This design comes from an exercise in tuning for small area, a short achievable clock period and few clock cycles per item on the open sky130 flow, not from production work.
The RTL was checked by simulation tests, not by an equivalence proof against the original design.

== run P ==
// tpu_rsqrt_iter_unit
module tpu_rsqrt_iter_unit #(
  parameter int IN_WIDTH  = 16,
  parameter int IN_FRAC   = 8,
  parameter int OUT_WIDTH = 16,
  parameter int OUT_FRAC  = 11,
  parameter int LUT_BITS  = 6,
  parameter int MAX_ITERS = 3,
  parameter int TAG_WIDTH = 4
) (
  input  logic                           clk,
  input  logic                           rst_n,
  input  logic                           flush,
  input  logic                           in_valid,
  output logic                           in_ready,
  input  logic [IN_WIDTH-1:0]            in_data,
  input  logic                           in_op,
  input  logic [$clog2(MAX_ITERS+1)-1:0] in_iters,
  input  logic [TAG_WIDTH-1:0]           in_tag,
  output logic                           out_valid,
  input  logic                           out_ready,
  output logic [OUT_WIDTH-1:0]           out_data,
  output logic [TAG_WIDTH-1:0]           out_tag,
  output logic                           out_sat,
  output logic                           out_zero,
  output logic                           busy,
  output logic [31:0]                    ops_count,
  output logic [31:0]                    sat_count
);
Settings: LEC_CHECK=0, CAP_MARGIN=20, CORE_MARGIN=2, CORE_UTILIZATION=66, CTS_BUF_LIST=sky130_fd_sc_hd__clkbuf_16, CTS_CLUSTER_DIAMETER=150, CTS_CLUSTER_SIZE=25, SETUP_SLACK_MARGIN=5, SLEW_MARGIN=20, SYNTH_HIERARCHICAL=1; clock period 11.0 ns.
run.sh (not shown) runs the stock make flow with config.mk's settings and CLKGATE_MAP_FILE= SYNTH_SCRIPT=/design/flow/synth_recipe.tcl, a recipe that flattens the netlist after the stock synthesis.
Testbench counts of run P, summed over its fixed seeds: cycles 4,880, items 4,800.
Input changes introduced in run E (baseline for comparison: run P):
Settings: CORE_UTILIZATION now 55, was 66.
## What came out
Between run P and run E, fmax increased. Run E: done, clean on timing, DRC and antenna. Relative to run P, placed cell area has gone up in run E. Compared with run P, in run E final core utilization fell by 11 points; top-level port count stayed essentially flat.

---

== the reference run ==
tpu_rsqrt_iter_unit, a different RTL version from the one above (not shown whole).
For scale: ~120 I/O pins.
Design tpu_rsqrt_iter_unit, start of the top module:
module tpu_rsqrt_iter_unit #(
  parameter int IN_WIDTH  = 16,
  parameter int IN_FRAC   = 8,
  parameter int OUT_WIDTH = 16,
  parameter int OUT_FRAC  = 11,
  parameter int LUT_BITS  = 6,
  parameter int MAX_ITERS = 3,
  parameter int TAG_WIDTH = 4
) (
  input  logic                           clk,
  input  logic                           rst_n,
  input  logic                           flush,
  input  logic                           in_valid,
  output logic                           in_ready,
  input  logic [IN_WIDTH-1:0]            in_data,
  input  logic                           in_op,
  input  logic [$clog2(MAX_ITERS+1)-1:0] in_iters,
  input  logic [TAG_WIDTH-1:0]           in_tag,
  output logic                           out_valid,
  input  logic                           out_ready,
  output logic [OUT_WIDTH-1:0]           out_data,
  output logic [TAG_WIDTH-1:0]           out_tag,
  output logic                           out_sat,
  output logic                           out_zero,
  output logic                           busy,
  output logic [31:0]                    ops_count,
  output logic [31:0]                    sat_count
);
  localparam int NS = 9;     
  localparam logic [64*19-1:0] TAB_R0 = {19'd263174, 19'd265271, 19'd267419, 19'd269620, 19'd271876, 19'd274190, 19'd276564, 19'd279001, 19'd281503, 19'd284074, 19'd286717, 19'd289434, 19'd292231, 19'd295110, 19'd298076, 19'd301133, 19'd304287, 19'd307541, 19'd310902, 19'd314376, 19'd317969, 19'd321688, 19'd325541, 19'd329536, 19'd333681, 19'd337987, 19'd342463, 19'd347123, 19'd351978, 19'd357043, 19'd362333, 19'd367865, 19'd373658, 19'd379734, 19'd386117, 19'd392833, 19'd399911, 19'd407387, 19'd415298, 19'd423689, 19'd432609, 19'd442118, 19'd452283, 19'd463183, 19'd474911, 19'd487578, 19'd501315, 19'd516283, 19'd373658, 19'd379734, 19'd386117, 19'd392833, 19'd399911, 19'd407387, 19'd415298, 19'd423689, 19'd432609, 19'd442118, 19'd452283, 19'd463183, 19'd474911, 19'd487578, 19'd501315, 19'd516283};
  ...
==> flow/config.mk <==
export PLATFORM = sky130hd
export DESIGN_NAME = tpu_rsqrt_iter_unit
export DESIGN_NICKNAME = tpu_rsqrt_iter_unit
export VERILOG_FILES = /design/flow/design.v
export SDC_FILE = /design/flow/constraint.sdc
export NUM_CORES = 4
export LEC_CHECK = 0
export ABC_AREA = 1
export CAP_MARGIN = 20
export CORE_MARGIN = 2
export CORE_UTILIZATION = 55
export CTS_BUF_LIST = sky130_fd_sc_hd__clkbuf_16
export CTS_CLUSTER_DIAMETER = 150
export CTS_CLUSTER_SIZE = 25
export SETUP_SLACK_MARGIN = 5
export SLEW_MARGIN = 20
export SYNTH_HIERARCHICAL = 1
==> flow/constraint.sdc <==
create_clock -name core_clock -period 11.0 [get_ports {clk}]
set_input_delay 2.2000 -clock core_clock [delete_from_list [all_inputs] [get_ports {clk}]]
set_output_delay 2.2000 -clock core_clock [all_outputs]
set_load 0.01 [all_outputs]
Having completed the whole flow, the reference run delivered a layout that passed the timing, DRC and antenna checks.
Testbench counts of the reference run, summed over its fixed seeds: cycles 4,880, items 4,800.
For the trial run, these inputs were changed with respect to the reference run:
Settings: ABC_AREA no longer set, was 1.
Findings:
- Comparing the reference run and the trial run, the higher global-route usage was measured on the reference run.
- Final cell area excluding filler cells (the trial run vs. the reference run) decreases by a few percent
- The trial run: mux share of post-synthesis cell area 1.9 points above the reference run
- On final worst-path setup slack, the lower figure sits with the reference run, not the trial run.
- Relative slew slack, the reference run and the trial run: higher on the trial run
- Compared the trial run vs the reference run, and layout cell share with drive strength beyond 1 is up in the trial run.
- Layout overhead on the synthesized area: the trial run > the reference run

---

tpu_rsqrt_iter_unit, a different RTL version from the one above (not shown whole).
Size: about 6800 cells after synthesis, roughly 120 I/O pins.
make LEC_CHECK=0 CAP_MARGIN=20 CORE_MARGIN=2 CORE_UTILIZATION=55 CTS_BUF_LIST=sky130_fd_sc_hd__clkbuf_16 CTS_CLUSTER_DIAMETER=150 CTS_CLUSTER_SIZE=25 SETUP_SLACK_MARGIN=5 SLEW_MARGIN=20 SYNTH_HIERARCHICAL=1 finish   # period 11.0 ns
Testbench counts at the start, summed over its fixed seeds: cycles 4,880, items 4,800.
Change:
CTS_CLUSTER_SIZE = 30   (was 25)
Effect: Synthesized area is unchanged; count of clock-buffer cells in the layout went down by 3; wire length is about the same; via count barely changes; fmax rises by 0.55%; register-to-register slack is better by 0.06 ns.

---

## harbor
Another version of the RTL of tpu_rsqrt_iter_unit (not shown whole).
Size: roughly 7000 cells after synthesis, ~120 I/O pins, about 0.068 mm2 of cells after synthesis.
make LEC_CHECK=0 CAP_MARGIN=20 CORE_MARGIN=2 CORE_UTILIZATION=55 SETUP_SLACK_MARGIN=5 SLEW_MARGIN=20 SYNTH_HIERARCHICAL=1 finish   # period 11.0 ns
Testbench counts of harbor, summed over its fixed seeds: cycles 4,880, items 4,800.
Here is what was changed in the inputs of juniper compared with harbor.
Settings: setting CTS_CLUSTER_SIZE to 25 for the first time; setting CTS_CLUSTER_DIAMETER to 150 for the first time; setting CTS_BUF_LIST to sky130_fd_sc_hd__clkbuf_16 for the first time.
### Flow results
- juniper -> harbor: post-place instance area delta 0, exact match
- Core util | juniper vs harbor | juniper lower
- From harbor to juniper the numbers moved as follows: setup slack saw a decrease; global-route met1 utilization saw little to no change.

---

Setup of v6:
Another version of the RTL of tpu_rsqrt_iter_unit (not shown whole).
For scale: about 8,400 cells after synthesis, ~640 flip-flops, ~120 I/O pins, about 0.082 mm2 of cells after synthesis.
Settings: LEC_CHECK=0, CAP_MARGIN=20, CORE_MARGIN=2, CORE_UTILIZATION=40, SLEW_MARGIN=20; clock period 11.0 ns.
v6 reached the final stage; the timing, DRC and antenna checks on its layout passed.
Testbench counts of v6, summed over its fixed seeds: cycles 4,880, items 4,800.
#### Input delta (v7 over v6)
# v6
export LEC_CHECK = 0
export CAP_MARGIN = 20
export CORE_MARGIN = 2
export CORE_UTILIZATION = 40
export SLEW_MARGIN = 20
create_clock -name core_clock -period 11.0 [get_ports {clk}]
# v7
export LEC_CHECK = 0
export CAP_MARGIN = 20
export CORE_MARGIN = 2
export CORE_UTILIZATION = 40
export SETUP_SLACK_MARGIN = 4
export SLEW_MARGIN = 20
create_clock -name core_clock -period 11.0 [get_ports {clk}]
Results
v7 finished all stages; the layout is clean.
The final layout from v6, which completed every stage, passed the timing, DRC and antenna checks at the end of the flow.
As of v7, maximum fanout along the worst path had risen by a few percent compared to v6.
| total global-route track usage | v6 vs v7 | ≈ equal |
v7 against v6: path length in cells of the critical path lower.
Via total after detailed routing was higher in the run labelled v7.

---

Another version of the RTL of tpu_rsqrt_iter_unit (not shown whole).
Size: roughly 6,800 cells after synthesis, roughly 71,000 µm² of cells after synthesis.
==> flow/config.mk <==
export PLATFORM = sky130hd
export DESIGN_NAME = tpu_rsqrt_iter_unit
export DESIGN_NICKNAME = tpu_rsqrt_iter_unit
export VERILOG_FILES = /design/flow/design.v
export SDC_FILE = /design/flow/constraint.sdc
export NUM_CORES = 4
export LEC_CHECK = 0
export CAP_MARGIN = 20
export CORE_MARGIN = 2
export CORE_UTILIZATION = 55
export SETUP_SLACK_MARGIN = 5
export SLEW_MARGIN = 20
export SYNTH_HIERARCHICAL = 1
==> flow/constraint.sdc <==
create_clock -name core_clock -period 11.0 [get_ports {clk}]
set_input_delay 2.2000 -clock core_clock [delete_from_list [all_inputs] [get_ports {clk}]]
set_output_delay 2.2000 -clock core_clock [all_outputs]
set_load 0.01 [all_outputs]
Testbench counts at the start, summed over its fixed seeds: cycles 4,880, items 4,800.
Edit:
- SETUP_SLACK_MARGIN: 5 -> 4.5
Setup slack loses 340 ps.
Synthesized area is unchanged.
Worst hold slack gains 3.3 ps.
Count of clock-buffer cells in the layout came out higher by 6.
Final area came out lower by 0.56%.

[port drivers added, routing unchanged]
In the flow no input, the clock included, has a driving cell. The finished layouts below were timed again as built, in two steps. Step 1 assumes that a clkbuf_16 drives the clock port and a buf_2 every other input. Step 2 also shifts input and output timing later by t, the mid clock arrival at the registers, as if the neighbouring blocks saw the same clock. a / b / c = ideal ports / drivers / drivers and shift; a / b = the first two.
run | shift t [ns] | setup slack, ns | worst register clock-pin slew, ns | cell pins on the clock port's net
run P | 0.750 | 5.160 / 5.143 / 5.143 | 0.12 / 0.12 | 1
run E | 0.715 | 5.233 / 5.206 / 5.206 | 0.11 / 0.11 | 1
the reference run | 0.716 | 5.128 / 5.106 / 5.106 | 0.11 / 0.11 | 1
the trial run | 0.700 | 5.132 / 5.113 / 5.113 | 0.11 / 0.11 | 1
the first run of note 3 | 0.742 | 5.169 / 5.155 / 5.155 | 0.11 / 0.11 | 1
the second run of note 3 | 0.732 | 5.201 / 5.156 / 5.156 | 0.12 / 0.12 | 1
harbor | 0.742 | 4.826 / 4.826 / 4.826 | 0.07 / 0.07 | 1
juniper | 0.705 | 4.779 / 4.779 / 4.779 | 0.11 / 0.11 | 1
v6 | 0.768 | 3.219 / 3.219 / 3.219 | 0.07 / 0.07 | 1
v7 | 0.780 | 4.281 / 4.281 / 4.281 | 0.06 / 0.06 | 1
the first run of note 6 | 0.736 | 5.092 / 5.092 / 5.092 | 0.07 / 0.07 | 1
the second run of note 6 | 0.746 | 4.753 / 4.753 / 4.753 | 0.07 / 0.07 | 1
After both steps setup and hold are still met in every run listed. The setup slack of the second run of note 3, which loses most, moves by -0.045 ns with the drivers and by -0.045 ns with both steps.
